Source: an optimization exercise on an open RTL-to-GDS flow (aim: small area, a short achievable clock period and few clock cycles). Production flows keep margins and buffers that such runs may drop. In this exercise RTL edits were held to simulation tests only and were not proved equivalent to the original. Power figures rest on the tool's default switching activity, not on a simulated workload.

Design ntwrk_size_tracker, start of the top module:
module ntwrk_size_tracker
#(
    parameter int NUM_CONNS  = 8,
    parameter int NUM_POINTS = 1000,
    parameter int SIZE_W     = $clog2(NUM_POINTS) + 1,
    parameter int TOP_K      = 3,
    parameter int PROD_W     = SIZE_W * TOP_K
) (
    input  logic              clk,
    input  logic              rst,
    input  logic              cmd_vld,
    output logic              cmd_rdy,
    input  ntwrk_size_pkg::ntwrk_size_cmd_t cmd,
    output logic              rsp_vld,
    input  logic              rsp_rdy,
    output logic [PROD_W-1:0] rsp_data,
    output logic              rsp_is_prod,
    output logic              busy,
    output logic              err
);
==> flow/config.mk <==
export PLATFORM = sky130hd
export DESIGN_NAME = ntwrk_size_tracker
export DESIGN_NICKNAME = ntwrk_size_tracker
export VERILOG_FILES = /design/flow/design.v
export SDC_FILE = /design/flow/constraint.sdc
export NUM_CORES = 4
export LEC_CHECK = 0
export CAP_MARGIN = 20
export CORE_MARGIN = 2
export CORE_UTILIZATION = 40
export CTS_BUF_LIST = sky130_fd_sc_hd__clkbuf_4 sky130_fd_sc_hd__clkbuf_8
export SETUP_SLACK_MARGIN = 4.5
export SLEW_MARGIN = 20
==> flow/constraint.sdc <==
create_clock -name core_clock -period 10.0 [get_ports {clk}]
set_input_delay 2.0000 -clock core_clock [delete_from_list [all_inputs] [get_ports {clk}]]
set_output_delay 2.0000 -clock core_clock [all_outputs]
set_load 0.01 [all_outputs]
run.sh (not shown) runs the stock make flow with config.mk's settings and CLKGATE_MAP_FILE= SYNTH_SCRIPT=/design/flow/synth_recipe.tcl, a recipe that flattens the netlist after the stock synthesis.
The baseline passed the timing, design-rule and antenna checks.
Testbench counts at the start, summed over its fixed seeds: cycles 5,894.
==> next run, changes <==
Settings changed: CORE_UTILIZATION 40 to 60, CTS_BUF_LIST sky130_fd_sc_hd__clkbuf_4 sky130_fd_sc_hd__clkbuf_8 to not set, SETUP_SLACK_MARGIN 4.5 to 4.25.
Effect: Sequential power barely changes. Cell area falls by 4.3%. Utilization rises by 21 points. Via count rises by 2.3%. Non-clock buffer count falls by 44. Area after synthesis does not change. Power falls by 8.4%. Register-to-register slack gets worse by 0.23 ns. Clock-buffer cell count is unchanged. Routed wire length falls by 6.8%.
==> next run, changes <==
Settings changed: CORE_UTILIZATION 60 to 50, SETUP_SLACK_MARGIN 4.25 to 4.5.
Effect: The changed run ran to the end with no violations. Final cell count climbs by a few percent. Hold slack got worse by 0.023 ns. Sequential cell count is unchanged. Final area goes up by a few percent. Routed wire length is higher by a few percent. Total power rose by a little under a tenth.
==> next run, changes <==
Settings changed: CORE_UTILIZATION 50 to 40.
First-iteration DRC count went down by roughly a tenth.
Via count is about the same.
Sequential power barely changes.
Combinational power grows by a few percent.
Wire length rose by a few percent.
Maximum frequency barely changes.
Setup slack got worse by 0.014 ns.
Register-to-register slack hardly moves.
Global-route usage falls by 6.8 points.
Power increases slightly.
Die area climbs by a quarter to a third.
==> next run, changes <==
Settings changed: SETUP_SLACK_MARGIN 4.5 to 4.25.
Critical path depth is lower by 5.
Routed wire length is lower by 5.0%.
Design area is lower by 4.1%.
Worst setup slack degrades by 0.22 ns.
Global-route usage is lower by 1.6 points.
First-iteration DRC count is higher by 0.32%.
Clock-buffer cell count stays the same.
Synthesized cell count does not change.
==> next run, changes <==
Settings changed: CTS_BUF_LIST set to sky130_fd_sc_hd__clkbuf_8, SETUP_SLACK_MARGIN 4.25 to 4.5.
After rerunning: Clock power decreases by 25%. Via count stays flat. Hold slack gets better by 0.0039 ns. Total power came out higher by 7.5%. Setup slack is better by 0.24 ns. Count of clock-buffer cells in the layout went down by 1. Flip-flop and latch count is unchanged.

Another version of the RTL of ntwrk_size_tracker (not shown whole).
Size: ~1800 cells after synthesis, about 190 flip-flops.
make LEC_CHECK=0 CAP_MARGIN=20 CORE_MARGIN=2 CORE_UTILIZATION=70 SETUP_SLACK_MARGIN=3 SLEW_MARGIN=20 finish   # period 10.0 ns
The starting point ran to the end with no violations.
Testbench counts at the start, summed over its fixed seeds: cycles 6,298.
==> next run, changes <==
CORE_UTILIZATION = 55   (was 70)
Clock-buffer cell count is lower by 1.
Synthesized cell count does not change.
Via count is lower by 6.0%.
Final area is about the same.
Critical path depth is lower by 5.
Non-clock buffer count is higher by 1.
==> next run, changes <==
CORE_UTILIZATION = 40   (was 55)
Effect: The changed run completed with no timing, DRC or antenna violations; cell area increases by 0.78%; die area went up by 37%; power fell by 0.89%; core utilization fell by 17 points; global-route usage drops by 9.8 points; register-to-register slack barely changes; wire length rose by 0.92%.

==> afterwards: timing with drivers on the ports <==
How much do the figures lean on ideal ports? The routed layouts below were timed once more, with nothing changed but the port constraints. Step 1 (the two cells are an assumption about what drives the block):
set clk [get_ports {clk}]
set_driving_cell -lib_cell sky130_fd_sc_hd__clkbuf_16 $clk
set_driving_cell -lib_cell sky130_fd_sc_hd__buf_2 [delete_from_list [all_inputs] $clk]
Step 2 times the ports against the registers' clock, not the clock port: input delays grow and output delays shrink by t, the midpoint of the rising clock arrivals with the driver on. Slacks: ideal / step 1 / step 2; pairs: ideal / step 1.
| run | t, ns | setup slack, ns | hold slack, ns | worst register clock-pin slew, ns |
|---|---|---|---|---|
| the first run of note 1 | 0.637 | 4.522 / 4.522 / 4.102 | 0.489 / 0.489 / 0.489 | 0.12 / 0.12 |
| the second run of note 1 | 0.495 | 4.292 / 4.292 / 3.920 | 0.501 / 0.501 / 0.501 | 0.09 / 0.09 |
| the third run of note 1 | 0.524 | 4.521 / 4.521 / 4.187 | 0.478 / 0.478 / 0.478 | 0.09 / 0.09 |
| the fourth run of note 1 | 0.559 | 4.507 / 4.507 / 4.064 | 0.480 / 0.480 / 0.480 | 0.08 / 0.08 |
| the fifth run of note 1 | 0.526 | 4.287 / 4.287 / 3.908 | 0.484 / 0.484 / 0.484 | 0.08 / 0.08 |
| the sixth run of note 1 | 0.638 | 4.529 / 4.529 / 4.103 | 0.487 / 0.487 / 0.487 | 0.12 / 0.12 |
| the first run of note 2 | 0.507 | 2.846 / 2.846 / 2.660 | 0.466 / 0.466 / 0.466 | 0.09 / 0.09 |
| the second run of note 2 | 0.514 | 3.235 / 3.235 / 2.756 | 0.454 / 0.454 / 0.454 | 0.08 / 0.08 |
| the third run of note 2 | 0.556 | 3.220 / 3.220 / 2.789 | 0.461 / 0.461 / 0.461 | 0.09 / 0.09 |
After both steps setup and hold are still met in every run listed. For the second run of note 2, which loses most, drivers alone change the setup slack by 0.000 ns; drivers and shift together by -0.479 ns.
